Context: an optimization exercise on an open-source flow, tuned for small area and a short achievable clock period. The choices shown serve that exercise and are no tape-out recipe. The RTL was checked by simulation tests, not by an equivalence proof against the original design. Power is estimated from default activity; no workload was simulated.

**flow/flow/run.sh**
```bash
#!/bin/bash
# The standard layout with two changes to how it is made:
#  - after synthesis, every combinational cell is set to the smallest drive
#    strength of its kind and the floorplan step removes synthesis's buffers
#    (REMOVE_ABC_BUFFERS), so the timing repair of the later steps sizes up
#    and buffers only what the placed design needs;
#  - the ports get the smallest buffer instead of the delay buffer that
#    buffer_ports picks by default.
# Each tool's output goes to a log file of its own here; ORFS also keeps
# each step's log under orfs/logs/.
set -euo pipefail
results=orfs/results/${FLOW_PLATFORM}/register_access_top/base
bash standard.sh synth > synth_make.log 2>&1
LIB_FILE=${FLOW_HOME}/platforms/${FLOW_PLATFORM}/lib/sky130_fd_sc_hd__tt_025C_1v80.lib \
ODB_IN=${results}/1_synth.odb ODB_OUT=${results}/1_synth.odb \
    openroad -no_init -exit flow/downsize.tcl > downsize.log 2>&1
bash standard.sh "BUFFER_PORTS_ARGS=-buffer_cell sky130_fd_sc_hd__buf_1" REMOVE_ABC_BUFFERS=1 finish \
    > flow_make.log 2>&1
```
**flow/flow/downsize.tcl**
```tcl
# Set every combinational cell of the synthesized netlist to the smallest
# drive strength of its kind; the timing repair of the later steps sizes up
# only what the layout needs. Flip-flops keep the cell synthesis gave them.
read_liberty $::env(LIB_FILE)
read_db $::env(ODB_IN)
set db [ord::get_db]
set block [ord::get_db_block]
array set smallest {}
foreach lib [$db getLibs] {
  foreach m [$lib getMasters] {
    set n [$m getName]
    if {![regexp {^(sky130_fd_sc_hd__[a-z0-9]+)_([0-9]+)$} $n -> kind drive]} continue
    if {[regexp {probe|lpflow|clkdly|dlygate|dlymetal} $n]} continue
    set a [expr {[$m getWidth] * [$m getHeight]}]
    if {![info exists smallest($kind)] || $a < [lindex $smallest($kind) 1]} {
      set smallest($kind) [list $m $a]
    }
  }
}
set swapped 0
set saved 0
foreach inst [$block getInsts] {
  set m [$inst getMaster]
  set n [$m getName]
  if {![regexp {^(sky130_fd_sc_hd__[a-z0-9]+)_([0-9]+)$} $n -> kind drive]} continue
  if {[regexp {^sky130_fd_sc_hd__(df|edf|sdf|sedf|dl|conb)} $n]} continue
  if {![info exists smallest($kind)]} continue
  set sm [lindex $smallest($kind) 0]
  if {$sm ne $m} {
    set saved [expr {$saved + [$m getWidth]*[$m getHeight] - [lindex $smallest($kind) 1]}]
    $inst swapMaster $sm
    incr swapped
  }
}
puts "downsize: swapped $swapped cells, saved [expr {$saved / 1e6}] um2"
write_db $::env(ODB_OUT)
```
**flow/standard.sh**
```bash
#!/bin/bash
# synth_recipe.tcl (not shown) runs the flow's synth.tcl, then flattens the netlist and writes it again
# the make line also repeats each setting of config.mk as NAME=value (left out here)
make -C /OpenROAD-flow-scripts/flow DESIGN_CONFIG=/design/flow/config.mk WORK_HOME=/design/flow/orfs CLKGATE_MAP_FILE= SYNTH_SCRIPT=/design/flow/synth_recipe.tcl "${@:-finish}"
```
**flow/config.mk**
```make
export PLATFORM = sky130hd
export DESIGN_NAME = register_access_top
export DESIGN_NICKNAME = register_access_top
export VERILOG_FILES = /design/flow/design.v
export SDC_FILE = /design/flow/constraint.sdc
export NUM_CORES = 4
export LEC_CHECK = 0
export CAP_MARGIN = 20
export CORE_MARGIN = 2
export CORE_UTILIZATION = 65
export CTS_BUF_LIST = sky130_fd_sc_hd__clkbuf_16
export CTS_CLUSTER_DIAMETER = 80
export CTS_CLUSTER_SIZE = 25
export SETUP_SLACK_MARGIN = 2.0
export SLEW_MARGIN = 20
export SYNTH_HIERARCHICAL = 1
```
**flow/constraint.sdc**
```tcl
create_clock -name core_clock -period 5.0 [get_ports {clk}]
set_input_delay 1.0000 -clock core_clock [delete_from_list [all_inputs] [get_ports {clk}]]
set_output_delay 1.0000 -clock core_clock [all_outputs]
set_load 0.01 [all_outputs]
```
**flow/design.v**
```verilog
package decode_pkg;
    typedef enum logic [2:0] {
        NONE      = 3'd0,
        REG       = 3'd1,
        MEM       = 3'd2,
        MODRM_REG = 3'd4
    } op_kind_t;
    typedef struct packed {
        logic pop;
        logic push;
    } stack_op_t;
    typedef struct packed {
        logic [15:0] opcode;
        logic [2:0]  size;
        op_kind_t    op0_kind;
        op_kind_t    op1_kind;
        logic [2:0]  op0_reg;
        logic [2:0]  op1_reg;
        logic [7:0]  modrm;
        logic [2:0]  seg_override;
        logic        seg_override_valid;
        stack_op_t   stack_op;
        logic        dest_valid;
        logic [2:0]  dest_reg;
    } decode_bundle_t;
    typedef struct packed {
        decode_bundle_t instr;
        logic [2:0]     op0_sel;
        logic [2:0]     op1_sel;
        logic [31:0]    op0_value;
        logic [31:0]    op1_value;
        logic [15:0]    seg_value;
        logic [31:0]    stack_address;
    } access_bundle_t;
endpackage
package regfile_pkg;
    localparam int NUM_REGS = 8;
    localparam int NUM_SEGS = 6;
    localparam logic [2:0] ESP_INDEX = 3'd4;
    localparam logic [2:0] CS_INDEX = 3'd1;
    localparam logic [2:0] SS_INDEX = 3'd2;
    localparam logic [2:0] DS_INDEX = 3'd3;
    localparam logic [2:0] SIZE_BYTE  = 3'd0;
    localparam logic [2:0] SIZE_WORD  = 3'd1;
    localparam logic [2:0] SIZE_DWORD = 3'd2;
    typedef struct packed {
        logic        en;
        logic        stack;
        logic [2:0]  number;
        logic [2:0]  size;
        logic [31:0] data;
    } reg_wb_t;
    typedef struct packed {
        logic        en;
        logic [2:0]  number;
        logic [15:0] data;
    } seg_wb_t;
endpackage
`timescale 1ns/1ps
module register_access_top (
    input  logic                       clk,
    input  logic                       reset,
    input  logic                       flush,
    input  logic [15:0]                write_cs,
    input  logic                       write_cs_enable,
    input  logic                       d_valid,
    output logic                       d_ready,
    input  logic [48:0]                d_bundle_bits,
    output logic                       r_valid,
    input  logic                       r_ready,
    output logic [166:0]               r_bundle_bits,
    input  logic [39:0]                wb_reg_bits,
    input  logic [19:0]                wb_seg_bits
);
    logic [2:0]  d_size;
    logic [2:0]  d_k0;
    logic [2:0]  d_k1;
    logic [2:0]  d_r0;
    logic [2:0]  d_r1;
    logic [2:0]  d_rm;
    logic [2:0]  d_so;
    logic        d_sov;
    logic        d_pop;
    logic        d_push;
    logic        d_dv;
    logic [2:0]  d_dr;
    assign d_size = d_bundle_bits[32:30];
    assign d_k0   = d_bundle_bits[29:27];
    assign d_k1   = d_bundle_bits[26:24];
    assign d_r0   = d_bundle_bits[23:21];
    assign d_r1   = d_bundle_bits[20:18];
    assign d_rm   = d_bundle_bits[12:10];
    assign d_so   = d_bundle_bits[9:7];
    assign d_sov  = d_bundle_bits[6];
    assign d_pop  = d_bundle_bits[5];
    assign d_push = d_bundle_bits[4];
    assign d_dv   = d_bundle_bits[3];
    assign d_dr   = d_bundle_bits[2:0];
    logic        wb_en;
    logic        wb_stack;
    logic [2:0]  wb_num;
    logic [2:0]  wb_size;
    logic [31:0] wb_data;
    logic        ws_en;
    logic [2:0]  ws_num;
    logic [15:0] ws_data;
    assign wb_en    = wb_reg_bits[39];
    assign wb_stack = wb_reg_bits[38];
    assign wb_num   = wb_reg_bits[37:35];
    assign wb_size  = wb_reg_bits[34:32];
    assign wb_data  = wb_reg_bits[31:0];
    assign ws_en    = wb_seg_bits[19];
    assign ws_num   = wb_seg_bits[18:16];
    assign ws_data  = wb_seg_bits[15:0];
    logic [7:0][31:0] gpr;
    logic [5:0][15:0] seg;
    logic [31:0]      esp_work;
    logic [7:0][2:0]  pending;
    logic [48:0]      q_instr;
    logic [31:0]      q_op0;
    logic [31:0]      q_op1;
    logic [15:0]      q_seg;
    logic [31:0]      q_stack;
    logic [7:0] busy;
    logic       accept;
    always_comb begin
        for (int i = 0; i < 8; i++) begin
            busy[i] = pending[i][0];
        end
    end
    register_access_hazard hazard0 (
        .d_valid (d_valid),
        .k0      (d_k0),
        .k1      (d_k1),
        .r0      (d_r0),
        .r1      (d_r1),
        .rm      (d_rm),
        .push    (d_push),
        .pop     (d_pop),
        .busy    (busy),
        .r_valid (r_valid),
        .r_ready (r_ready),
        .d_ready (d_ready),
        .accept  (accept)
    );
    logic [31:0] gpr_wd;
    logic        lane0;
    logic        lane1;
    logic        lane2;
    logic [7:0]  gpr_hit;
    assign gpr_wd = reset ? 32'd0 : wb_data;
    assign lane0  = (wb_size == 3'd0) || (wb_size == 3'd1) || (wb_size == 3'd2);
    assign lane1  = (wb_size == 3'd1) || (wb_size == 3'd2);
    assign lane2  = (wb_size == 3'd2);
    always_comb begin
        for (int i = 0; i < 8; i++) begin
            gpr_hit[i] = wb_en && (wb_num == 3'(i));
        end
    end
    logic [7:0][2:0] gpr_we;
    logic [7:0][31:0] gpr_d;
    always_comb begin
        for (int i = 0; i < 8; i++) begin
            gpr_we[i][0] = reset || (gpr_hit[i] && lane0);
            gpr_we[i][1] = reset || (gpr_hit[i] && lane1);
            gpr_we[i][2] = reset || (gpr_hit[i] && lane2);
        end
    end
    for (genvar i = 0; i < 8; i++) begin : g_gpr
        hold_mux #(.W(8)) lane0_mux (
            .en   (gpr_we[i][0]),
            .en_n (!gpr_we[i][0]),
            .d    (gpr_wd[7:0]),
            .q    (gpr[i][7:0]),
            .y    (gpr_d[i][7:0])
        );
        hold_mux #(.W(8)) lane1_mux (
            .en   (gpr_we[i][1]),
            .en_n (!gpr_we[i][1]),
            .d    (gpr_wd[15:8]),
            .q    (gpr[i][15:8]),
            .y    (gpr_d[i][15:8])
        );
        hold_mux #(.W(16)) lane2_mux (
            .en   (gpr_we[i][2]),
            .en_n (!gpr_we[i][2]),
            .d    (gpr_wd[31:16]),
            .q    (gpr[i][31:16]),
            .y    (gpr_d[i][31:16])
        );
    end
    always_ff @(posedge clk) begin
        gpr <= gpr_d;
    end
    logic [15:0] seg_wd;
    logic [15:0] cs_wd;
    logic [5:0]  seg_we;
    assign seg_wd = reset ? 16'd0 : ws_data;
    assign cs_wd  = reset ? 16'd0 : (write_cs_enable ? write_cs : ws_data);
    always_comb begin
        for (int j = 0; j < 6; j++) begin
            seg_we[j] = reset || (ws_en && (ws_num == 3'(j)));
        end
        seg_we[1] = seg_we[1] || write_cs_enable;
    end
    logic [5:0][15:0] seg_d;
    for (genvar j = 0; j < 6; j++) begin : g_seg
        hold_mux #(.W(16)) seg_mux (
            .en   (seg_we[j]),
            .en_n (!seg_we[j]),
            .d    ((j == 1) ? cs_wd : seg_wd),
            .q    (seg[j]),
            .y    (seg_d[j])
        );
    end
    always_ff @(posedge clk) begin
        seg <= seg_d;
    end
    logic [31:0] esp_next;
    logic        word;
    logic        reload;
    esp_step esp_step0 (
        .esp  (esp_work),
        .push (d_push),
        .word (word),
        .next (esp_next)
    );
    assign word   = (d_size == 3'd1);
    assign reload = wb_en && !wb_stack && (wb_num == 3'd4);
    logic esp_load;
    logic esp_step_en;
    logic esp_hold;
    assign esp_load    = !reset && reload;
    assign esp_step_en = !reset && !reload && accept && (d_push || d_pop);
    assign esp_hold    = !reset && !reload && !(accept && (d_push || d_pop));
    logic [31:0] esp_d;
    select3 #(.W(32)) esp_mux (
        .s0 (esp_load),
        .d0 (wb_data),
        .s1 (esp_step_en),
        .d1 (esp_next),
        .s2 (esp_hold),
        .d2 (esp_work),
        .y  (esp_d)
    );
    always_ff @(posedge clk) begin
        esp_work <= esp_d;
    end
    logic [7:0] retire;
    always_comb begin
        for (int i = 0; i < 8; i++) begin
            retire[i] = wb_en && (wb_num == 3'(i));
        end
    end
    logic [7:0][2:0] pending_acc;
    logic [7:0][2:0] pending_idle;
    always_comb begin
        for (int i = 0; i < 8; i++) begin
            if (d_dv && (d_dr == 3'(i)) && !retire[i]) begin
                pending_acc[i] = {pending[i][1:0], 1'b1};
            end else if (retire[i] && !(d_dv && (d_dr == 3'(i)))) begin
                pending_acc[i] = {1'b0, pending[i][2:1]};
            end else begin
                pending_acc[i] = pending[i];
            end
            pending_idle[i] = retire[i] ? {1'b0, pending[i][2:1]} : pending[i];
        end
    end
    always_ff @(posedge clk) begin
        for (int i = 0; i < 8; i++) begin
            if (reset || flush) begin
                pending[i] <= 3'd0;
            end else begin
                pending[i] <= accept ? pending_acc[i] : pending_idle[i];
            end
        end
    end
    logic [7:0]  sel0_oh;
    logic [7:0]  sel1_oh;
    logic [31:0] op0_value;
    logic [31:0] op1_value;
    operand_select operand_select0 (
        .k0  (d_k0),
        .k1  (d_k1),
        .r0  (d_r0),
        .r1  (d_r1),
        .rm  (d_rm),
        .oh0 (sel0_oh),
        .oh1 (sel1_oh)
    );
    logic load;
    logic hold;
    assign load = !r_valid || r_ready;
    assign hold = !load;
    logic [7:0] sel0_ld;
    logic [7:0] sel1_ld;
    assign sel0_ld = sel0_oh & {8{load}};
    assign sel1_ld = sel1_oh & {8{load}};
    register_read_mux read_mux0 (
        .sel   (sel0_ld),
        .regs  (gpr),
        .hold  (hold),
        .q     (q_op0),
        .value (op0_value)
    );
    register_read_mux read_mux1 (
        .sel   (sel1_ld),
        .regs  (gpr),
        .hold  (hold),
        .q     (q_op1),
        .value (op1_value)
    );
    logic [2:0]  seg_sel;
    logic [5:0]  seg_ld;
    logic [15:0] q_seg_d;
    assign seg_sel = d_sov ? d_so : 3'd3;
    always_comb begin
        for (int j = 0; j < 6; j++) begin
            seg_ld[j] = load && (seg_sel == 3'(j));
        end
    end
    segment_read_mux seg_read0 (
        .sel   (seg_ld),
        .segs  (seg),
        .hold  (hold),
        .q     (q_seg),
        .value (q_seg_d)
    );
    logic [31:0] q_stack_d;
    stack_address stack_address0 (
        .esp  (esp_work),
        .ss   (seg[2]),
        .push (d_push),
        .pop  (d_pop),
        .word (word),
        .en   (load && (d_push || d_pop)),
        .hold (hold),
        .q    (q_stack),
        .addr (q_stack_d)
    );
    always_ff @(posedge clk) begin
        if (reset || flush) begin
            r_valid <= 1'b0;
        end else if (accept) begin
            r_valid <= 1'b1;
        end else if (r_ready) begin
            r_valid <= 1'b0;
        end
    end
    logic [48:0] q_instr_d;
    hold_mux #(.W(49)) instr_mux (
        .en   (load),
        .en_n (hold),
        .d    (d_bundle_bits),
        .q    (q_instr),
        .y    (q_instr_d)
    );
    always_ff @(posedge clk) begin
        q_instr <= q_instr_d;
        q_op0   <= op0_value;
        q_op1   <= op1_value;
        q_seg   <= q_seg_d;
        q_stack <= q_stack_d;
    end
    logic [2:0] q_sel0;
    logic [2:0] q_sel1;
    assign q_sel0 = (q_instr[29:27] == 3'd4) ? q_instr[12:10] : q_instr[23:21];
    assign q_sel1 = (q_instr[26:24] == 3'd4) ? q_instr[12:10] : q_instr[20:18];
    assign r_bundle_bits = {q_instr, q_sel0, q_sel1, q_op0, q_op1, q_seg, q_stack};
endmodule
module register_access_hazard (
    input  logic       d_valid,
    input  logic [2:0] k0,
    input  logic [2:0] k1,
    input  logic [2:0] r0,
    input  logic [2:0] r1,
    input  logic [2:0] rm,
    input  logic       push,
    input  logic       pop,
    input  logic [7:0] busy,
    input  logic       r_valid,
    input  logic       r_ready,
    output logic       d_ready,
    output logic       accept
);
    logic [7:0] b0;
    logic [7:0] b1;
    logic [7:0] bm;
    logic [1:0] en0;
    logic [1:0] en1;
    logic [1:0] enm0;
    logic [1:0] enm1;
    logic       ens;
    logic       full;
    logic [7:0] op_ok;
    logic [7:0] m_ok;
    logic [3:0] group_stall;
    for (genvar i = 0; i < 8; i++) begin : g_field
        gate_match #(.V(3'(i))) match_r0 (.e(busy[i]), .r(r0), .y(b0[i]));
        gate_match #(.V(3'(i))) match_r1 (.e(busy[i]), .r(r1), .y(b1[i]));
        gate_match #(.V(3'(i))) match_rm (.e(busy[i]), .r(rm), .y(bm[i]));
    end
    for (genvar h = 0; h < 2; h++) begin : g_kind
        gate_match #(.V(3'd1)) match_k0  (.e(d_valid), .r(k0), .y(en0[h]));
        gate_match #(.V(3'd1)) match_k1  (.e(d_valid), .r(k1), .y(en1[h]));
        gate_match #(.V(3'd4)) match_km0 (.e(d_valid), .r(k0), .y(enm0[h]));
        gate_match #(.V(3'd4)) match_km1 (.e(d_valid), .r(k1), .y(enm1[h]));
    end
    gate_oa211 stack_read (.a(push), .b(pop), .c(d_valid), .d(busy[4]), .y(ens));
    gate_andn out_full (.a(r_valid), .b_n(r_ready), .y(full));
    for (genvar i = 0; i < 8; i++) begin : g_reg
        if (i == 4) begin : g_esp
            gate_aoi221 op_read (.a1(en0[i/4]), .a2(b0[i]), .b1(en1[i/4]), .b2(b1[i]), .c(ens),
                                 .y(op_ok[i]));
        end else begin : g_op
            gate_aoi22 op_read (.a1(en0[i/4]), .a2(b0[i]), .b1(en1[i/4]), .b2(b1[i]), .y(op_ok[i]));
        end
        if (i == 7) begin : g_full
            gate_aoi221 m_read (.a1(enm0[i/4]), .a2(bm[i]), .b1(enm1[i/4]), .b2(bm[i]),
                                .c(full), .y(m_ok[i]));
        end else begin : g_plain
            gate_aoi22 m_read (.a1(enm0[i/4]), .a2(bm[i]), .b1(enm1[i/4]), .b2(bm[i]), .y(m_ok[i]));
        end
    end
    gate_nand4 group0 (.a(op_ok[0]), .b(op_ok[1]), .c(op_ok[2]), .d(op_ok[3]), .y(group_stall[0]));
    gate_nand4 group1 (.a(op_ok[4]), .b(op_ok[5]), .c(op_ok[6]), .d(op_ok[7]), .y(group_stall[1]));
    gate_nand4 group2 (.a(m_ok[0]),  .b(m_ok[1]),  .c(m_ok[2]),  .d(m_ok[3]),  .y(group_stall[2]));
    gate_nand4 group3 (.a(m_ok[4]),  .b(m_ok[5]),  .c(m_ok[6]),  .d(m_ok[7]),  .y(group_stall[3]));
    gate_nor4 ready (.a(group_stall[0]), .b(group_stall[1]), .c(group_stall[2]),
                     .d(group_stall[3]), .y(d_ready));
    assign accept = d_valid && d_ready;
endmodule
module gate_match #(
    parameter logic [2:0] V = 3'd0
) (
    input  logic       e,
    input  logic [2:0] r,
    output logic       y
);
    assign y = e && (r == V);
endmodule
module gate_oa211 (
    input  logic a,
    input  logic b,
    input  logic c,
    input  logic d,
    output logic y
);
    assign y = (a || b) && c && d;
endmodule
module gate_andn (
    input  logic a,
    input  logic b_n,
    output logic y
);
    assign y = a && !b_n;
endmodule
module gate_aoi22 (
    input  logic a1,
    input  logic a2,
    input  logic b1,
    input  logic b2,
    output logic y
);
    assign y = !((a1 && a2) || (b1 && b2));
endmodule
module gate_aoi221 (
    input  logic a1,
    input  logic a2,
    input  logic b1,
    input  logic b2,
    input  logic c,
    output logic y
);
    assign y = !((a1 && a2) || (b1 && b2) || c);
endmodule
module gate_nand4 (
    input  logic a,
    input  logic b,
    input  logic c,
    input  logic d,
    output logic y
);
    assign y = !(a && b && c && d);
endmodule
module gate_nor4 (
    input  logic a,
    input  logic b,
    input  logic c,
    input  logic d,
    output logic y
);
    assign y = !(a || b || c || d);
endmodule
module operand_select (
    input  logic [2:0] k0,
    input  logic [2:0] k1,
    input  logic [2:0] r0,
    input  logic [2:0] r1,
    input  logic [2:0] rm,
    output logic [7:0] oh0,
    output logic [7:0] oh1
);
    logic m0;
    logic m1;
    assign m0 = (k0 == 3'd4);
    assign m1 = (k1 == 3'd4);
    always_comb begin
        for (int i = 0; i < 8; i++) begin
            oh0[i] = m0 ? (rm == 3'(i)) : (r0 == 3'(i));
            oh1[i] = m1 ? (rm == 3'(i)) : (r1 == 3'(i));
        end
    end
endmodule
module register_read_mux (
    input  logic [7:0]       sel,
    input  logic [7:0][31:0] regs,
    input  logic             hold,
    input  logic [31:0]      q,
    output logic [31:0]      value
);
    always_comb begin
        value = q & {32{hold}};
        for (int i = 0; i < 8; i++) begin
            value = value | (regs[i] & {32{sel[i]}});
        end
    end
endmodule
module segment_read_mux (
    input  logic [5:0]       sel,
    input  logic [5:0][15:0] segs,
    input  logic             hold,
    input  logic [15:0]      q,
    output logic [15:0]      value
);
    always_comb begin
        value = q & {16{hold}};
        for (int j = 0; j < 6; j++) begin
            value = value | (segs[j] & {16{sel[j]}});
        end
    end
endmodule
module select3 #(
    parameter int W = 1
) (
    input  logic         s0,
    input  logic [W-1:0] d0,
    input  logic         s1,
    input  logic [W-1:0] d1,
    input  logic         s2,
    input  logic [W-1:0] d2,
    output logic [W-1:0] y
);
    assign y = (d0 & {W{s0}}) | (d1 & {W{s1}}) | (d2 & {W{s2}});
endmodule
module hold_mux #(
    parameter int W = 1
) (
    input  logic         en,
    input  logic         en_n,
    input  logic [W-1:0] d,
    input  logic [W-1:0] q,
    output logic [W-1:0] y
);
    assign y = (d & {W{en}}) | (q & {W{en_n}});
endmodule
module esp_step (
    input  logic [31:0] esp,
    input  logic        push,
    input  logic        word,
    output logic [31:0] next
);
    logic [29:0] x;
    logic [29:0] ones  [6];
    logic [29:0] zeros [6];
    assign x = esp[31:2];
    always_comb begin
        ones[0]  = x;
        zeros[0] = ~x;
        for (int l = 0; l < 5; l++) begin
            for (int i = 0; i < 30; i++) begin
                if (((i >> l) & 1) == 1) begin
                    ones[l+1][i]  = ones[l][i]  & ones[l][((i >> l) << l) - 1];
                    zeros[l+1][i] = zeros[l][i] & zeros[l][((i >> l) << l) - 1];
                end else begin
                    ones[l+1][i]  = ones[l][i];
                    zeros[l+1][i] = zeros[l][i];
                end
            end
        end
    end
    logic        c2;
    logic [29:0] reach;
    assign c2    = word ? (push ? !esp[1] : esp[1]) : 1'b1;
    assign reach = push ? {zeros[5][28:0], 1'b1} : {ones[5][28:0], 1'b1};
    assign next[0]    = esp[0];
    assign next[1]    = esp[1] ^ word;
    assign next[31:2] = x ^ (reach & {30{c2}});
endmodule
module stack_address (
    input  logic [31:0] esp,
    input  logic [15:0] ss,
    input  logic        push,
    input  logic        pop,
    input  logic        word,
    input  logic        en,
    input  logic        hold,
    input  logic [31:0] q,
    output logic [31:0] addr
);
    logic [27:0] a;
    logic [27:0] b;
    logic [27:0] s;
    assign a = esp[31:4];
    assign b = {12'd0, ss};
    assign s = a + b;
    logic [27:0] z;
    logic [27:0] zero_below [6];
    always_comb begin
        z[0] = ~(a[0] ^ b[0]);
        for (int i = 1; i < 28; i++) begin
            z[i] = ~((a[i] ^ b[i]) ^ (a[i-1] | b[i-1]));
        end
        zero_below[0] = z;
        for (int l = 0; l < 5; l++) begin
            for (int i = 0; i < 28; i++) begin
                if (((i >> l) & 1) == 1) begin
                    zero_below[l+1][i] = zero_below[l][i] & zero_below[l][((i >> l) << l) - 1];
                end else begin
                    zero_below[l+1][i] = zero_below[l][i];
                end
            end
        end
    end
    logic [3:0] low_m2;
    logic [3:0] low_m4;
    logic       borrow;
    assign low_m2 = esp[3:0] - 4'd2;
    assign low_m4 = esp[3:0] - 4'd4;
    assign borrow = word ? (esp[3:1] == 3'd0) : (esp[3:2] == 2'd0);
    logic [27:0] flip;
    assign flip = {zero_below[5][26:0], 1'b1} & {28{push & borrow}};
    logic [31:0] value;
    assign value[31:4] = s ^ flip;
    assign value[3:0]  = pop ? esp[3:0] : (word ? low_m2 : low_m4);
    assign addr = (value & {32{en}}) | (q & {32{hold}});
endmodule
```
==> key figures, run 1 <==
Clock tree
  – CTS tree: built
  – Hold-fix buffers, CTS: 0
  – Clock latency on the worst-skew pair: 0.61 ns
  – CTS sink cnt: 570
  – Reg clk slew, reported paths: around 0.090 ns
  – Clock H-tree levels: 1
  – Clock Path Buffers: 3
  – CTS buffer count: 30
  – Clk root buf: clkbuf_16

Setup path
  – Setup crit start kind: primary input
  – Worst setup EP type: output pin
  – Worst Reg2Reg Path Length in Cells: 10
  – CP bufs+invs: 2
  – Worst Path Max Fanout: 5
  – Crit-path slowest cell: nor4_2
  – Top delay family on crit path: simple AND/OR/NAND/NOR gates
  – Worst EP required: roughly 4.0 ns
  – RR Startpoint: seg[40]
  – Crit-path cells: buf_12 > and4bb_2 > a22oi_1 > nand4_1 > nor4_2 > buf_2
  – Crit-path max cell delay: 0.32 ns
  – R2r setup slk: between 2 and 2.5 ns
  – Reg2reg end: q_stack[29]
  – WS Path Type: in -> out
  – Critical Path AT: 2.22 ns

Global route
  – Global-route wire length before repair: between 100000 and 150000 µm
  – Largest net degree at the start of global routing: 105
  – GRT Total Usage: roughly 39%
  – Vias in the first global route: around 23000
  – Total congestion overflow: 0
  – Antenna violations before repair: 2

Power
  – Maximum VDD drop: about 260 µV
  – Sw power: between 3000 and 4000 µW
  – Logic pwr share: between 10% and 20%
  – Power Density: about 350 nW/µm²
  – Leak Pwr: about 0.011 µW
  – Sw Ratio: between 30% and 40%
  – Total power: around 10000 µW
  – P_int: roughly 7000 µW
  – Sequential power share: between 50% and 60%
  – Clock power share: 28.6%

Layout
  – Register area: 11400 µm²
  – Share of cells above drive strength 1: roughly 6.6%
  – Final instance count without filler cells: around 3300
  – Layout Utilization: roughly 73%
  – Nets@finish: between 2000 and 3000
  – FILL cells: roughly 2900
  – Antenna cells: 0
  – Area delta synth->final: 10.7%
  – Multi-input gate area: 13100 µm²

Route
  – First-pass DRT Iterations: 10
  – Via count: ~24000
  – DRC: 0
  – Vias per cell: 7.19
  – 1st-iter DRT viols: a little over 3000
  – Routed Antenna Nets: 0
  – Routed WL: around 84000 µm
  – Routed length per placed instance: about 26 µm

Floorplan
  – Num rows: between 70 and 80
  – Die X: roughly 200 µm
  – Top-level port count: 300
  – Chip Height: between 200 and 250 µm
  – Initial Util: about two thirds
  – Core Area: roughly 39000 µm²
  – Die Area: ~40000 µm²

Timing
  – Final setup fails: 0
  – RSZ-0062 raised after global routing: true
  – Max Transition Viols Final: 0
  – Worst-Margin Slew: around 1.2 ns
  – Clock Skew: approximately 0.020 ns
  – Final hold slack: ~0.47 ns
  – Hold Fails Final Rpt: 0
  – Final Cycle Share: between 60% and 70%
  – Worst slew margin: 22.5%
  – Fin crit period: 3.22 ns
  – FMAX: around 0.31 GHz

Min path
  – Worst Hold Path EP: q_stack[4]
  – Hold Crit Depth: 2
  – Hold_sp: q_stack[4]
  – Hold crit path type: reg -> reg

Placement
  – Port Buf Inserts: 299
  – Placed insts: 3216
  – GPL Wtd Cong: between 0.9 and 1
  – Final HPWL DP: 52800 µm

Yosys
  – Post-synthesis cell count: around 2600
  – Synth Cell Area: around 26000 µm²
  – Yosys warning count: 15
  – Synthesized area per cell: 9.92 µm²

Run
  – Max-cap violations: 0

Status
  – Outcome: no timing/DRC/antenna violations
==> per-stage QoR <==
step	TNS [ns]	setup slack (ns)	cell area, µm²
6_report	0	1.78	28300
3_3_place_gp	0	0.989	27000
4_1_cts	0	1.81	28200
3_5_place_dp	0	0.873	27000
2_1_floorplan	-61.69	-1.39	24700
5_1_grt	0	1.69	28300
==> layer usage <==
metal	up-vias	GRT usage (%)	wire (µm)
met5	-	0	28
met4	4	18.0	3790
met3	265	7.77	9550
met2	1566	63.2	38500
met1	11300	51.0	32400
li1	10400	-	-
==> power groups by stage <==
| stage | Clock [µW] | Combinational, µW | Sequential (µW) |
|---|---|---|---|
| after floorplan | 0 | 1040 | 5400 |
| after global placement | 0 | 1680 | 5400 |
| after detailed placement | 0 | 1710 | 5420 |
| after CTS | 2880 | 1750 | 5320 |
| after global routing | 3040 | 1930 | 5390 |
| final | 2870 | 1810 | 5350 |
==> registers in the layout, indices dropped and copies added (netlist names) <==
name and count:
gpr 256, seg 96, q_instr 49, esp_work 32, q_op0 32, q_op1 32, q_stack 32, pending 24
q_seg 16, r_valid 1
==> area by class of cell <==
type | count | area share [%]
Inverter | 118 | 1.57
Clock buffer | 31 | 2.74
Clock inverter | 18 | 0.764
Tap cell | 518 | 2.29
Sequential cell | 570 | 40.4
Multi-Input combinational cell | 1664 | 46.3
Timing Repair Buffer | 352 | 5.97
==> worst min-delay path, delay by kind of cell (launching register included) <==
kind             cells  cell delay [ns]
AO/OA/AOI/OAI        1             0.06
flip-flops           1             0.33
AND/OR/NAND/NOR      1             0.05
==> what timing repair did <==
action,in CTS,in global routing
setup buffers,2,2
gates cloned,1,0
pin swaps,21,5
hold endpoints to repair,0,0
gates resized for setup,76,29
endpoints found under the setup margin,71,63
==> cell usage in the layout (no fill, tap or decap), types with 11 or more instances in the layout <==
cell,count
dfxtp_1,556
a22o_1,472
buf_1,279
nand3_1,135
inv_1,119
a222oi_1,112
a22oi_1,106
xnor2_1,69
a221oi_1,64
nand2_1,63
nor2b_1,57
buf_4,54
nor2_1,50
o21ai_0,48
ha_1,44
a21oi_1,43
xor2_1,34
mux2i_1,32
clkbuf_16,31
a21o_1,30
nand4_1,27
nor3_1,19
nand3b_1,16
a31oi_1,16
and4bb_1,13
or3_1,13
dfxtp_2,13
and4b_1,12
or3b_1,11
==> worst max path at each step <==
| stage | startpoint | to | slack [ns] | cells past startpoint |
|---|---|---|---|---|
| floorplan | r_ready | q_seg[14] | -1.39 | 5 |
| CTS | d_valid | d_ready | 1.81 | 6 |
| finish | d_valid | d_ready | 1.78 | 6 |
| global route | d_bundle_bits[5] | d_ready | 1.69 | 6 |
| detailed placement | d_bundle_bits[21] | esp_work[17] | 0.87 | 12 |
| global placement | d_bundle_bits[4] | q_stack[17] | 0.99 | 9 |
==> run 2, diff against run 1 <==
--- a/flow/design.v
+++ b/flow/design.v
@@ -426,9 +426,12 @@
     gate_nand4 group1 (.a(op_ok[4]), .b(op_ok[5]), .c(op_ok[6]), .d(op_ok[7]), .y(group_stall[1]));
     gate_nand4 group2 (.a(m_ok[0]),  .b(m_ok[1]),  .c(m_ok[2]),  .d(m_ok[3]),  .y(group_stall[2]));
     gate_nand4 group3 (.a(m_ok[4]),  .b(m_ok[5]),  .c(m_ok[6]),  .d(m_ok[7]),  .y(group_stall[3]));
+    logic ready_copy;
     gate_nor4 ready (.a(group_stall[0]), .b(group_stall[1]), .c(group_stall[2]),
                      .d(group_stall[3]), .y(d_ready));
-    assign accept = d_valid && d_ready;
+    gate_nor4 ready_for_accept (.a(group_stall[0]), .b(group_stall[1]), .c(group_stall[2]),
+                                .d(group_stall[3]), .y(ready_copy));
+    assign accept = d_valid && ready_copy;
 endmodule
 module gate_match #(
     parameter logic [2:0] V = 3'd0
--- a/flow/config.mk
+++ b/flow/config.mk
@@ -7,10 +7,10 @@
 export LEC_CHECK = 0
 export CAP_MARGIN = 20
 export CORE_MARGIN = 2
-export CORE_UTILIZATION = 65
+export CORE_UTILIZATION = 70
 export CTS_BUF_LIST = sky130_fd_sc_hd__clkbuf_16
 export CTS_CLUSTER_DIAMETER = 80
 export CTS_CLUSTER_SIZE = 25
-export SETUP_SLACK_MARGIN = 2.0
+export SETUP_SLACK_MARGIN = 1.9
 export SLEW_MARGIN = 20
 export SYNTH_HIERARCHICAL = 1
==> key figures, run 2 <==
Run
  – Max-cap violations: 0

Global route
  – GRT Total Usage: between 40 and 50%
  – Antenna violations before repair: 2
  – Largest net degree at the start of global routing: 94
  – Total congestion overflow: 0
  – Global-route wire length before repair: 126000 µm
  – Vias in the first global route: about 22000

Setup path
  – Setup crit start kind: primary input
  – Critical Path AT: between 2 and 2.5 ns
  – Cell mode on critical path: buf_6
  – Worst setup EP type: output pin
  – Crit-path slowest cell: nor4_2
  – Crit-path max cell delay: around 0.32 ns
  – Worst Path Max Fanout: 3
  – Worst EP required: ~4.0 ns
  – Crit-path cells: buf_6 > buf_6 > o211a_4 > a221oi_2 > nand4_1 > nor4_2 > buf_2
  – WS Path Type: in -> out

Clock tree
  – Reg clk slew, reported paths: approximately 0.1 ns
  – Clock latency on the worst-skew pair: between 0.6 and 0.7 ns
  – Clock Path Buffers: 3
  – Clk root buf: clkbuf_16
  – CTS sink cnt: 570
  – Clock H-tree levels: 1
  – Hold-fix buffers, CTS: 0
  – CTS tree: built
  – CTS buffer count: 27

Power
  – Power Density: roughly 350 nW/µm²
  – Leak Pwr: about 0.011 µW
  – Maximum VDD drop: 318 µV

Floorplan
  – Die X: ~200 µm
  – Core Area: between 30000 and 40000 µm²
  – Num rows: 70
  – Chip Height: 195 µm
  – Die Area: roughly 38000 µm²
  – Initial Util: between 70% and 80%
  – Top-level port count: 300

Layout
  – Nets@finish: between 2000 and 3000
  – Layout Utilization: 77.1%
  – Area delta synth->final: 9.46%
  – Largest regs: gpr x256, seg x96, q_instr x49
  – Commonest non-fill, non-tap cells in the layout: dfxtp_1 (564), a22o_1 (472), buf_1 (279), nand3_1 (136), inv_1 (120)
  – FILL cells: between 2000 and 3000
  – Max reg flops: roughly 260
  – Most common cell after layout, fill and taps aside: dfxtp_1
  – Largest reg by FF count: gpr
  – Share of cells above drive strength 1: around 5.4%

Route
  – Vias per cell: about 7.3
  – Via count: 23600
  – Routed length per placed instance: about 26 µm
  – 1st-iter DRT viols: ~3300
  – Routed WL: around 82000 µm
  – Routed Antenna Nets: 0
  – First-pass DRT Iterations: 10
  – DRC: 0

Timing
  – FMAX: roughly 0.30 GHz
  – Final Cycle Share: 66.0%
  – Worst-Margin Slew: about 1.2 ns
  – Hold Fails Final Rpt: 0
  – Fin crit period: between 3 and 4 ns
  – RSZ-0062 raised after global routing: true
  – Final hold slack: between 0.4 and 0.5 ns
  – Max Transition Viols Final: 0
  – Clock Skew: approximately 0.030 ns
  – Final setup fails: 0
  – Worst slew margin: a little under a fifth

Yosys
  – Post-synthesis cell count: between 2000 and 3000
  – Yosys warning count: 15
  – Synthesized area per cell: slightly below 10 µm²
  – Synth Cell Area: between 20000 and 30000 µm²

Placement
  – Final HPWL DP: 52100 µm
  – GPL Wtd Cong: around 0.9
  – Port Buf Inserts: 299

Status
  – Outcome: no timing/DRC/antenna violations

Min path
  – Hold crit path type: reg -> reg
-- run 2: metrics by stage --
step,instance area (µm²),setup WS (ns),TNS [ns],power [µW],std cells
2_1_floorplan,24700,-1.39,-61.69,6440,2353
3_3_place_gp,26900,0.946,0,7070,3170
3_5_place_dp,26900,0.848,0,7130,3170
4_1_cts,27800,1.64,0,9590,3206
5_1_grt,28000,1.62,0,10000,3213
6_report,28000,1.70,0,9700,3215
-- run 2: what timing repair did --
item	4_1_cts	5_1_grt
buffers inserted	0	5
resized for setup	20	76
setup endpoints to repair	63	72
gates cloned	0	1
pin swaps	2	10
-- run 2: worst paths after layout --
path	start	to	slack, ns	cells after the start
max	d_bundle_bits[5]	d_ready	1.70	7
min	q_stack[27]	q_stack[27]	0.47	2
max reg2reg	esp_work[17]	esp_work[31]	2.03	7
min reg2reg	q_stack[27]	q_stack[27]	0.47	2
-- run 2: routing by layer --
layer	global-route usage, %	wire length (µm)
met1	53.8	31500
met2	65.8	37000
met3	8.20	9780
met4	19.2	4080
met5	0	26
-- run 2: critical path, delay by kind of cell --
family / cells / cell delay [ns]
buf+inv: 3 / 0.39
simple gates: 2 / 0.50
compound gates: 2 / 0.42
-- run 2: final cells by class --
cell class	count	area [µm²]	share of cell area, %
multi-input combinational	1665	13100	46.6
inverter	118	445	1.59
sequential	570	11400	40.8
timing repair buffer	356	1730	6.16
clock inverter	9	104	0.371
tap	468	586	2.09
antenna	2	5.00	0.0179
clock buffer	27	676	2.41
-- run 2: report_power, final --
| group | internal, µW | total (µW) | switching [µW] |
|---|---|---|---|
| clock | 1090 | 2550 | 1460 |
| sequential | 4970 | 5340 | 370 |
| combinational | 731 | 1810 | 1080 |
| total | 6790 | 9700 | 2910 |
==> run 3, diff against run 2 <==
--- a/flow/config.mk
+++ b/flow/config.mk
@@ -7,7 +7,7 @@
 export LEC_CHECK = 0
 export CAP_MARGIN = 20
 export CORE_MARGIN = 2
-export CORE_UTILIZATION = 70
+export CORE_UTILIZATION = 75
 export CTS_BUF_LIST = sky130_fd_sc_hd__clkbuf_16
 export CTS_CLUSTER_DIAMETER = 80
 export CTS_CLUSTER_SIZE = 25
==> key figures, run 3 <==
Floorplan
  – Die Area: around 36000 µm²
  – Core Area: 33500 µm²
  – Top-level port count: 300
  – Initial Util: between 70% and 80%
  – Num rows: between 60 and 70
  – Chip Height: 189 µm
  – Die X: around 190 µm

Yosys
  – Post-synthesis cell count: ~2600
  – Synthesized area per cell: slightly below 10 µm²
  – Synth Cell Area: approximately 26000 µm²
  – Yosys warning count: 15

Clock tree
  – Reg clk slew, reported paths: 0.09 ns
  – CTS tree: built
  – Clock Path Buffers: 3
  – Clk root buf: clkbuf_16
  – Clock latency on the worst-skew pair: approximately 0.6 ns
  – CTS sink cnt: between 500 and 600
  – CTS buffer count: 27
  – Clock H-tree levels: 1

Global route
  – Vias in the first global route: roughly 23000
  – Global-route wire length before repair: 127000 µm
  – Antenna violations before repair: 6
  – Largest net degree at the start of global routing: 89
  – GRT Total Usage: about 44%
  – Total congestion overflow: 0

Timing
  – Worst slew margin: around 19%
  – Post-route setup slack: 1.69 ns
  – RSZ-0062 raised after global routing: true
  – Final Cycle Share: between 60% and 70%
  – FMAX: around 0.3 GHz
  – Worst-Margin Slew: roughly 1.2 ns
  – Setup TNS: 0 ns
  – Max Transition Viols Final: 0
  – Final setup fails: 0
  – Clock Skew: ~0.028 ns
  – Fin crit period: between 3 and 4 ns
  – Hold Fails Final Rpt: 0

Layout
  – Commonest non-fill, non-tap cells in the layout: dfxtp_1 (561), a22o_1 (472), buf_1 (279), nand3_1 (136), inv_1 (117)
  – Nets@finish: approximately 2900
  – Most common cell after layout, fill and taps aside: dfxtp_1
  – Area delta synth->final: 8.97%
  – Share of cells above drive strength 1: 5.45%
  – Max reg flops: roughly 260
  – Largest reg by FF count: gpr
  – Largest regs: gpr x256, seg x96, q_instr x49

Min path
  – Hold_sp: q_stack[30]
  – Hold crit path type: reg -> reg

Status
  – Outcome: no timing/DRC/antenna violations

Power
  – Sequential power share: between 50% and 60%
  – Power Density: about 340 nW/µm²
  – P_int: ~6700 µW
  – Logic pwr share: 18.9%
  – Sw power: 2930 µW
  – Maximum VDD drop: 333 µV
  – Sw Ratio: just over 30%
  – Clock power share: approximately 25%
  – Leak Pwr: about 0.011 µW
  – Total power: around 9600 µW

Route
  – Routed WL: 83700 µm
  – First-pass DRT Iterations: 8
  – Routed Antenna Nets: 0
  – Vias per cell: about 7.6
  – Via count: around 24000
  – DRC: 0
  – Routed length per placed instance: roughly 26 µm
  – 1st-iter DRT viols: 3765

Run
  – Max-cap violations: 0

Setup path
  – Worst Path Max Fanout: 17
  – Worst EP required: 4.00 ns
  – RR Startpoint: esp_work[8]
  – Critical Path AT: around 2.3 ns
  – WS Path Type: in -> out
  – Setup crit start kind: primary input
  – Worst setup EP type: output pin
  – CP startpoint: d_bundle_bits[20]

Placement
  – Port Buf Inserts: between 200 and 300
  – GPL Wtd Cong: 0.953
  – Final HPWL DP: ~52000 µm
  – Pre-CTS WS: 0.879 ns
run 3: repair_timing:
item	4_1_cts	5_1_grt
hold buffers	0	0
buffers inserted	0	1
pin swaps	4	12
gates cloned	0	1
gates resized for setup	20	91
endpoints found under the setup margin	61	73
run 3: power by group through the flow:
stage	sequential [µW]	clock [µW]	combinational (µW)
global placement	5390	0	1650
finish	5350	2440	1820
CTS	5330	2420	1720
global route	5390	2580	1930
detailed placement	5420	0	1710
floorplan	5400	0	1040
run 3: metrics by stage:
stage,hold slack (ns),instance area (µm²),instances,util [%]
finish,0.465,27900,3183,83.2
detailed placement,0.445,26800,3145,80.1
floorplan,0.439,24700,2353,-
global placement,0.438,26800,3145,80.1
global route,0.489,27900,3180,83.2
CTS,0.467,27600,3178,82.3
run 3: routing by layer:
| metal | wire length [µm] | track usage [%] | up-vias |
|---|---|---|---|
| met1 | 29800 | 56.5 | 11600 |
| met5 | 29 | 0 | - |
| li1 | - | - | 10400 |
| met3 | 11400 | 10.5 | 416 |
| met4 | 4760 | 22.6 | 4 |
| met2 | 37600 | 70.1 | 1896 |
run 3: layout make-up:
type                    count  area, µm²
multi-input cells        1665      13100
flip-flops and latches    570      11400
fillers                  2019       5640
repair buffers            346       1640
clock buffers              27        676
well taps                 448        561
inverters                 118        445
clock inverters             6       50.0
diodes                      3       7.51
run 3: path summary, 6_finish.rpt:
path	end	slack [ns]	depth (start not counted)
worst min register to register	q_stack[30]	0.46	2
worst max register to register	q_stack[29]	2.03	9
worst min-delay path	q_stack[30]	0.46	2
worst max-delay path	d_ready	1.69	6
run 3: critical path, cell delays in order:
cell and delay (ns):
buf_4 0.18, and4bb_1 0.25, a22oi_1 0.21, nand4_1 0.21
nor4_2 0.28, buf_2 0.18
==> run 4, diff against run 3 <==
--- a/flow/design.v
+++ b/flow/design.v
@@ -383,64 +383,70 @@
     output logic       d_ready,
     output logic       accept
 );
-    logic [7:0] b0;
-    logic [7:0] b1;
-    logic [7:0] bm;
-    logic [1:0] en0;
-    logic [1:0] en1;
-    logic [1:0] enm0;
-    logic [1:0] enm1;
-    logic       ens;
-    logic       full;
-    logic [7:0] op_ok;
-    logic [7:0] m_ok;
-    logic [3:0] group_stall;
+    logic [7:0]  b0_n;
+    logic [7:0]  b1_n;
+    logic [7:0]  bm_n;
+    logic [1:0]  en0_n;
+    logic [1:0]  en1_n;
+    logic [1:0]  enm0_n;
+    logic [1:0]  enm1_n;
+    logic [17:0] stall;
+    logic [5:0]  none;
+    logic [1:0]  any;
+    logic [2:0] r0_n;
+    logic [2:0] r1_n;
+    logic [2:0] rm_n;
+    logic [2:0] k0_n;
+    logic [2:0] k1_n;
+    for (genvar j = 0; j < 3; j++) begin : g_inv
+        gate_inv inv_r0 (.a(r0[j]), .y(r0_n[j]));
+        gate_inv inv_r1 (.a(r1[j]), .y(r1_n[j]));
+        gate_inv inv_rm (.a(rm[j]), .y(rm_n[j]));
+        gate_inv inv_k0 (.a(k0[j]), .y(k0_n[j]));
+        gate_inv inv_k1 (.a(k1[j]), .y(k1_n[j]));
+    end
     for (genvar i = 0; i < 8; i++) begin : g_field
-        gate_match #(.V(3'(i))) match_r0 (.e(busy[i]), .r(r0), .y(b0[i]));
-        gate_match #(.V(3'(i))) match_r1 (.e(busy[i]), .r(r1), .y(b1[i]));
-        gate_match #(.V(3'(i))) match_rm (.e(busy[i]), .r(rm), .y(bm[i]));
+        gate_nmatch #(.V(3'(i))) match_r0 (.e(busy[i]), .r(r0), .r_n(r0_n), .y(b0_n[i]));
+        gate_nmatch #(.V(3'(i))) match_r1 (.e(busy[i]), .r(r1), .r_n(r1_n), .y(b1_n[i]));
+        gate_nmatch #(.V(3'(i))) match_rm (.e(busy[i]), .r(rm), .r_n(rm_n), .y(bm_n[i]));
     end
     for (genvar h = 0; h < 2; h++) begin : g_kind
-        gate_match #(.V(3'd1)) match_k0  (.e(d_valid), .r(k0), .y(en0[h]));
-        gate_match #(.V(3'd1)) match_k1  (.e(d_valid), .r(k1), .y(en1[h]));
-        gate_match #(.V(3'd4)) match_km0 (.e(d_valid), .r(k0), .y(enm0[h]));
-        gate_match #(.V(3'd4)) match_km1 (.e(d_valid), .r(k1), .y(enm1[h]));
+        gate_nmatch #(.V(3'd1)) match_k0  (.e(d_valid), .r(k0), .r_n(k0_n), .y(en0_n[h]));
+        gate_nmatch #(.V(3'd1)) match_k1  (.e(d_valid), .r(k1), .r_n(k1_n), .y(en1_n[h]));
+        gate_nmatch #(.V(3'd4)) match_km0 (.e(d_valid), .r(k0), .r_n(k0_n), .y(enm0_n[h]));
+        gate_nmatch #(.V(3'd4)) match_km1 (.e(d_valid), .r(k1), .r_n(k1_n), .y(enm1_n[h]));
     end
-    gate_oa211 stack_read (.a(push), .b(pop), .c(d_valid), .d(busy[4]), .y(ens));
-    gate_andn out_full (.a(r_valid), .b_n(r_ready), .y(full));
+    gate_oa211 stack_read (.a(push), .b(pop), .c(d_valid), .d(busy[4]), .y(stall[16]));
+    gate_andn out_full (.a(r_valid), .b_n(r_ready), .y(stall[17]));
     for (genvar i = 0; i < 8; i++) begin : g_reg
-        if (i == 4) begin : g_esp
-            gate_aoi221 op_read (.a1(en0[i/4]), .a2(b0[i]), .b1(en1[i/4]), .b2(b1[i]), .c(ens),
-                                 .y(op_ok[i]));
-        end else begin : g_op
-            gate_aoi22 op_read (.a1(en0[i/4]), .a2(b0[i]), .b1(en1[i/4]), .b2(b1[i]), .y(op_ok[i]));
-        end
-        if (i == 7) begin : g_full
-            gate_aoi221 m_read (.a1(enm0[i/4]), .a2(bm[i]), .b1(enm1[i/4]), .b2(bm[i]),
-                                .c(full), .y(m_ok[i]));
-        end else begin : g_plain
-            gate_aoi22 m_read (.a1(enm0[i/4]), .a2(bm[i]), .b1(enm1[i/4]), .b2(bm[i]), .y(m_ok[i]));
-        end
+        gate_oai22 op_read (.a1(en0_n[i/4]), .a2(b0_n[i]), .b1(en1_n[i/4]), .b2(b1_n[i]),
+                            .y(stall[i]));
+        gate_oai22 m_read (.a1(enm0_n[i/4]), .a2(bm_n[i]), .b1(enm1_n[i/4]), .b2(bm_n[i]),
+                           .y(stall[8+i]));
+    end
+    for (genvar g = 0; g < 6; g++) begin : g_group
+        gate_nor3 group (.a(stall[3*g]), .b(stall[3*g+1]), .c(stall[3*g+2]), .y(none[g]));
     end
-    gate_nand4 group0 (.a(op_ok[0]), .b(op_ok[1]), .c(op_ok[2]), .d(op_ok[3]), .y(group_stall[0]));
-    gate_nand4 group1 (.a(op_ok[4]), .b(op_ok[5]), .c(op_ok[6]), .d(op_ok[7]), .y(group_stall[1]));
-    gate_nand4 group2 (.a(m_ok[0]),  .b(m_ok[1]),  .c(m_ok[2]),  .d(m_ok[3]),  .y(group_stall[2]));
-    gate_nand4 group3 (.a(m_ok[4]),  .b(m_ok[5]),  .c(m_ok[6]),  .d(m_ok[7]),  .y(group_stall[3]));
-    logic ready_copy;
-    gate_nor4 ready (.a(group_stall[0]), .b(group_stall[1]), .c(group_stall[2]),
-                     .d(group_stall[3]), .y(d_ready));
-    gate_nor4 ready_for_accept (.a(group_stall[0]), .b(group_stall[1]), .c(group_stall[2]),
-                                .d(group_stall[3]), .y(ready_copy));
-    assign accept = d_valid && ready_copy;
+    gate_nand3 half0 (.a(none[0]), .b(none[1]), .c(none[2]), .y(any[0]));
+    gate_nand3 half1 (.a(none[3]), .b(none[4]), .c(none[5]), .y(any[1]));
+    gate_nor2 ready (.a(any[0]), .b(any[1]), .y(d_ready));
+    assign accept = d_valid && d_ready;
 endmodule
-module gate_match #(
+module gate_nmatch #(
     parameter logic [2:0] V = 3'd0
 ) (
     input  logic       e,
     input  logic [2:0] r,
+    input  logic [2:0] r_n,
     output logic       y
 );
-    assign y = e && (r == V);
+    assign y = !(e && (V[2] ? r[2] : r_n[2]) && (V[1] ? r[1] : r_n[1]) && (V[0] ? r[0] : r_n[0]));
+endmodule
+module gate_inv (
+    input  logic a,
+    output logic y
+);
+    assign y = !a;
 endmodule
 module gate_oa211 (
     input  logic a,
@@ -458,42 +464,37 @@
 );
     assign y = a && !b_n;
 endmodule
-module gate_aoi22 (
+module gate_oai22 (
     input  logic a1,
     input  logic a2,
     input  logic b1,
     input  logic b2,
     output logic y
 );
-    assign y = !((a1 && a2) || (b1 && b2));
+    assign y = !((a1 || a2) && (b1 || b2));
 endmodule
-module gate_aoi221 (
-    input  logic a1,
-    input  logic a2,
-    input  logic b1,
-    input  logic b2,
+module gate_nor3 (
+    input  logic a,
+    input  logic b,
     input  logic c,
     output logic y
 );
-    assign y = !((a1 && a2) || (b1 && b2) || c);
+    assign y = !(a || b || c);
 endmodule
-module gate_nand4 (
+module gate_nand3 (
     input  logic a,
     input  logic b,
     input  logic c,
-    input  logic d,
     output logic y
 );
-    assign y = !(a && b && c && d);
+    assign y = !(a && b && c);
 endmodule
-module gate_nor4 (
+module gate_nor2 (
     input  logic a,
     input  logic b,
-    input  logic c,
-    input  logic d,
     output logic y
 );
-    assign y = !(a || b || c || d);
+    assign y = !(a || b);
 endmodule
 module operand_select (
     input  logic [2:0] k0,
--- a/flow/config.mk
+++ b/flow/config.mk
@@ -7,10 +7,10 @@
 export LEC_CHECK = 0
 export CAP_MARGIN = 20
 export CORE_MARGIN = 2
-export CORE_UTILIZATION = 75
+export CORE_UTILIZATION = 65
 export CTS_BUF_LIST = sky130_fd_sc_hd__clkbuf_16
 export CTS_CLUSTER_DIAMETER = 80
 export CTS_CLUSTER_SIZE = 25
-export SETUP_SLACK_MARGIN = 1.9
+export SETUP_SLACK_MARGIN = 2.1
 export SLEW_MARGIN = 20
 export SYNTH_HIERARCHICAL = 1
==> key figures, run 4 <==
Clock tree
  – CTS tree: built
  – CTS sink cnt: 570
  – Reg clk slew, reported paths: ~0.090 ns
  – Clk root buf: clkbuf_16
  – CTS buffer count: 31
  – Clock H-tree levels: 1
  – Clock Path Buffers: 3
  – Clock latency on the worst-skew pair: a little over 0.6 ns

Global route
  – GRT Total Usage: 39.4%
  – Vias in the first global route: about 23000
  – Antenna violations before repair: 5
  – Total congestion overflow: 0
  – Largest net degree at the start of global routing: between 60 and 70
  – Global-route wire length before repair: approximately 130000 µm

Route
  – Vias per cell: slightly above 7
  – 1st-iter DRT viols: 3352
  – Routed WL: about 84000 µm
  – Routed Antenna Nets: 0
  – Via count: roughly 24000
  – First-pass DRT Iterations: 14
  – DRC: 0
  – Routed length per placed instance: 25.6 µm

Yosys
  – Synth Cell Area: 25500 µm²
  – Synthesized area per cell: around 10 µm²
  – Yosys warning count: 15
  – Post-synthesis cell count: between 2000 and 3000

Layout
  – Post-route cell area: 28200 µm²
  – Nets@finish: around 2900
  – Most common cell after layout, fill and taps aside: dfxtp_1
  – Register area: roughly 11000 µm²
  – Largest reg by FF count: gpr
  – FILL cells: just under 3000
  – Commonest non-fill, non-tap cells in the layout: dfxtp_1 (559), a22o_1 (472), buf_1 (279), nand3_1 (138), inv_1 (128)
  – Max reg flops: between 200 and 300
  – Share of cells above drive strength 1: 6.50%
  – Largest regs: gpr x256, seg x96, q_instr x49
  – Multi-input gate area: between 10000 and 15000 µm²
  – Area delta synth->final: 10.5%

Timing
  – RSZ-0062 raised after global routing: true
  – Worst-Margin Slew: between 1 and 1.5 ns
  – Setup TNS: 0 ns
  – Final setup fails: 0
  – Clock Skew: 0.0181 ns
  – FMAX: 0.328 GHz
  – Post-route setup slack: 1.95 ns
  – Fin crit period: between 3 and 4 ns
  – Hold Fails Final Rpt: 0
  – Final hold slack: 0.472 ns
  – Worst slew margin: between 10% and 20%
  – Final Cycle Share: about three fifths
  – Max Transition Viols Final: 0

Placement
  – Final HPWL DP: 53200 µm
  – Pre-CTS WS: around 0.76 ns
  – Port Buf Inserts: around 300
  – GPL Wtd Cong: roughly 0.96
  – Placed inst area: 26800 µm²

Setup path
  – Critical Path AT: between 2 and 2.5 ns
  – R2r setup slk: between 2 and 2.5 ns
  – Worst EP required: about 4 ns
  – Worst Path Max Fanout: 14
  – Worst setup EP type: output pin
  – Setup crit start kind: primary input
  – WS Path Type: in -> out

Floorplan
  – Initial Util: between 60% and 70%
  – Die X: around 200 µm
  – Top-level port count: 300
  – Core Area: between 30000 and 40000 µm²
  – Die Area: approximately 41000 µm²
  – Chip Height: roughly 200 µm
  – Num rows: 72

Power
  – Maximum VDD drop: roughly 380 µV
  – Leak Pwr: around 0.011 µW
  – Power Density: between 300 and 400 nW/µm²
  – Total power: approximately 10000 µW

Status
  – Outcome: no timing/DRC/antenna violations

Min path
  – Hold crit path type: reg -> reg

Run
  – Max-cap violations: 0
run 4: per-stage QoR:
| step | cells | utilization [%] |
|---|---|---|
| 4_1_cts | 3284 | 72.4 |
| 5_1_grt | 3287 | 72.9 |
| 3_5_place_dp | 3236 | 69.5 |
| 3_3_place_gp | 3236 | 69.5 |
| 2_1_floorplan | 2371 | - |
| 6_report | 3290 | 72.9 |
run 4: routing by layer:
layer,up-vias,global-route usage (%),share of wire (%)
met2,1619,63.4,45
met1,11400,51.3,38
met5,-,0,0.012
li1,10400,-,-
met3,334,8.11,12
met4,2,17.3,5.3
run 4: repair_timing:
action	CTS	global route
endpoints found under the setup margin	146	95
hold buffers	0	0
gates resized for setup	74	38
pin swaps	8	9
setup buffers	2	2
cloned	0	0
run 4: final timing paths:
kind                     start     endpoint  cells after the start
max          d_bundle_bits[18]      d_ready                      8
min                q_stack[28]  q_stack[28]                      2
max reg2reg        esp_work[8]  q_stack[29]                      9
min reg2reg        q_stack[28]  q_stack[28]                      2
run 4: power by group:
| part | switching, µW | internal, µW |
|---|---|---|
| Sequential | 376 | 4970 |
| Combinational | 1090 | 733 |
| Clock | 1610 | 1180 |
| Total | 3080 | 6880 |
run 4: area by class of cell:
cell class / count / share of cell area, %
Antenna cell: 4 / 0.0355
Clock buffer: 31 / 2.75
Clock inverter: 15 / 0.569
Inverter: 133 / 1.80
Multi-Input combinational cell: 1668 / 46.0
Sequential cell: 570 / 40.6
Tap cell: 518 / 2.30
Timing Repair Buffer: 351 / 5.93
run 4: worst max-delay path, stage by stage:
cell and delay (ns):
buf_6 0.14, inv_1 0.09, nand4_1 0.11, o22ai_1 0.09, nor3_2 0.22, nand3_1 0.13, nor2_2 0.15, buf_6 0.12
==> run 5, diff against run 4 <==
--- a/flow/config.mk
+++ b/flow/config.mk
@@ -7,10 +7,10 @@
 export LEC_CHECK = 0
 export CAP_MARGIN = 20
 export CORE_MARGIN = 2
-export CORE_UTILIZATION = 65
+export CORE_UTILIZATION = 70
 export CTS_BUF_LIST = sky130_fd_sc_hd__clkbuf_16
 export CTS_CLUSTER_DIAMETER = 80
 export CTS_CLUSTER_SIZE = 25
-export SETUP_SLACK_MARGIN = 2.1
+export SETUP_SLACK_MARGIN = 2.0
 export SLEW_MARGIN = 20
 export SYNTH_HIERARCHICAL = 1
==> key figures, run 5 <==
Layout
  – Largest reg by FF count: gpr
  – Largest regs: gpr x256, seg x96, q_instr x49
  – Most common cell after layout, fill and taps aside: dfxtp_1
  – Max reg flops: 256
  – Multi-input gate area: approximately 13000 µm²
  – Nets@finish: around 2900
  – Area delta synth->final: 9.82%
  – FILL cells: between 2000 and 2500
  – Register area: approximately 11000 µm²
  – Commonest non-fill, non-tap cells in the layout: dfxtp_1 (559), a22o_1 (472), buf_1 (279), nand3_1 (137), inv_1 (123)
  – Share of cells above drive strength 1: around 6.2%

Setup path
  – R2r setup slk: about 2.1 ns
  – Top delay family on crit path: simple AND/OR/NAND/NOR gates
  – CP bufs+invs: 3
  – WS Path Type: in -> out
  – Crit-path max cell delay: between 0.2 and 0.25 ns
  – Crit-path slowest cell: nor3_1
  – CP startpoint: d_bundle_bits[28]
  – Crit-path cells: buf_6 > inv_2 > nand4_1 > o22ai_1 > nor3_1 > nand3_1 > nor2_1 > buf_2
  – Worst Reg2Reg Path Length in Cells: 9
  – RR Startpoint: seg[38]
  – Worst setup EP type: output pin
  – Worst Path Max Fanout: 4
  – Setup crit start kind: primary input
  – Critical Path AT: 2.07 ns
  – Reg2reg end: q_stack[29]
  – Worst EP required: roughly 4.0 ns

Route
  – Vias per cell: roughly 7.5
  – Via count: between 20000 and 25000
  – DRC: 0
  – Routed length per placed instance: between 20 and 30 µm
  – Routed Antenna Nets: 0
  – First-pass DRT Iterations: 11
  – 1st-iter DRT viols: roughly 3500
  – Routed WL: 84300 µm

Clock tree
  – Clk root buf: clkbuf_16
  – Clock Path Buffers: 3
  – Clock latency on the worst-skew pair: 0.60 ns
  – CTS buffer count: 28
  – CTS sink cnt: 570
  – CTS tree: built
  – Reg clk slew, reported paths: roughly 0.090 ns
  – Clock H-tree levels: 1
  – Hold-fix buffers, CTS: 0

Timing
  – Final hold slack: around 0.47 ns
  – RSZ-0062 raised after global routing: true
  – Max Transition Viols Final: 0
  – Final setup fails: 0
  – Final Cycle Share: 61.3%
  – Fin crit period: roughly 3 ns
  – Worst-Margin Slew: about 1.2 ns
  – Worst slew margin: a little over a fifth
  – Hold Fails Final Rpt: 0
  – FMAX: 0.326 GHz
  – Setup TNS: 0 ns
  – Clock Skew: 0.0182 ns

Power
  – Total power: approximately 10000 µW
  – Clock power share: approximately a quarter
  – Logic pwr share: a little under a fifth
  – Sw power: 2960 µW
  – P_int: ~6800 µW
  – Maximum VDD drop: a little under 400 µV
  – Power Density: around 350 nW/µm²
  – Leak Pwr: between 0.01 and 0.015 µW
  – Sequential power share: 54.9%
  – Sw Ratio: 30.4%

Yosys
  – Synthesized area per cell: about 9.8 µm²
  – Synth Cell Area: 25500 µm²
  – Post-synthesis cell count: ~2600
  – Yosys warning count: 15

Floorplan
  – Die Area: between 30000 and 40000 µm²
  – Chip Height: 195 µm
  – Initial Util: 71.3%
  – Core Area: about 36000 µm²
  – Top-level port count: 300
  – Die X: ~190 µm
  – Num rows: 69

Global route
  – Total congestion overflow: 0
  – GRT Total Usage: approximately 42%
  – Vias in the first global route: roughly 23000
  – Antenna violations before repair: 5
  – Largest net degree at the start of global routing: 80
  – Global-route wire length before repair: between 100000 and 150000 µm

Min path
  – Worst Hold Path EP: q_stack[26]
  – Hold Crit Depth: 2
  – Hold_sp: q_stack[26]
  – Hold crit path type: reg -> reg

Placement
  – Final HPWL DP: roughly 53000 µm
  – Port Buf Inserts: 299
  – GPL Wtd Cong: roughly 0.94

Status
  – Outcome: no timing/DRC/antenna violations

Run
  – Max-cap violations: 0
==> run 5: cell type report <==
cell class              instances  share of cell area, %
multi-input cells            1668                   46.2
clock inverters                13                  0.434
inverters                     133                   1.83
well taps                     461                   2.06
clock buffers                  28                   2.50
diodes                          4                 0.0358
repair buffers                353                   6.06
flip-flops and latches        570                   40.8
==> run 5: what timing repair did <==
| item | CTS | global route |
|---|---|---|
| buffers inserted | 6 | 0 |
| endpoints found under the setup margin | 79 | 114 |
| resized for setup | 67 | 39 |
| cloned | 1 | 0 |
| pin swaps | 18 | 8 |
| endpoints found under the hold margin | 0 | 0 |
==> run 5: metal layers <==
layer | share of wire, % | vias to the layer above | wire [µm] | GRT usage, %
met1 | 36 | 11500 | 30300 | 54.1
met3 | 13 | 361 | 11300 | 8.87
met4 | 5.5 | 4 | 4600 | 21.5
met2 | 45 | 1897 | 38000 | 68.0
met5 | 0.036 | - | 30 | 0
li1 | - | 10400 | - | -
==> run 5: tightest hold or removal path, stage by stage (launching register included) <==
cell and delay, ns:
dfxtp_1 0.34, nand2_1 0.05, o21ai_0 0.05
==> run 5: metrics by stage <==
stage	area [µm²]	setup WS (ns)	utilization [%]	cells
floorplan	24600	-1.39	-	2371
detailed placement	26800	0.812	74.9	3177
finish	28000	1.93	78.3	3230
global route	28000	1.90	78.3	3226
global placement	26800	0.911	74.9	3177
CTS	27800	1.96	77.9	3225
==> run 5: worst max path at each step <==
stage,endpoint,cells after the start
2_1_floorplan,q_seg[14],5
3_3_place_gp,q_stack[16],9
3_5_place_dp,q_stack[16],9
4_1_cts,d_ready,7
5_1_grt,d_ready,8
6_report,d_ready,8
==> run 5: power by group through the flow <==
stage	sequential, µW	combinational (µW)	clock [µW]
after floorplan	5400	1040	0
after global placement	5400	1680	0
after detailed placement	5420	1720	0
after CTS	5330	1760	2570
after global routing	5390	1940	2730
final	5350	1820	2580

## port drivers added, routing unchanged
Ports are ideal in the flow. The routed layouts listed here were re-timed in OpenROAD. Step 1, drivers: a clkbuf_16 drives clk and a buf_2 each remaining input, both assumed. Step 2, shift: input delay + t, output delay - t, t = (earliest + latest rising clock arrival at the registers) / 2. This alone moves slack from input paths to output paths. Slacks: no drivers / after step 1 / after step 2; pairs: no drivers / after step 1.
| run | t, ns | slack for setup (ns) | hold WS [ns] | worst data-port slew with drivers (ns) |
|---|---|---|---|---|
| run 1 | 0.659 | 1.781 / 1.670 / 1.319 | 0.468 / 0.468 / 0.468 | 0.17 |
| run 2 | 0.660 | 1.698 / 1.629 / 1.256 | 0.468 / 0.468 / 0.468 | 0.12 |
| run 3 | 0.641 | 1.691 / 1.634 / 1.344 | 0.465 / 0.465 / 0.465 | 0.11 |
| run 4 | 0.669 | 1.948 / 1.894 / 1.478 | 0.472 / 0.472 / 0.472 | 0.11 |
| run 5 | 0.644 | 1.933 / 1.850 / 1.392 | 0.468 / 0.468 / 0.468 | 0.15 |
After both steps every run listed still meets setup and hold. For run 5, which loses most, drivers alone change the setup slack by -0.083 ns; drivers and shift together by -0.541 ns.
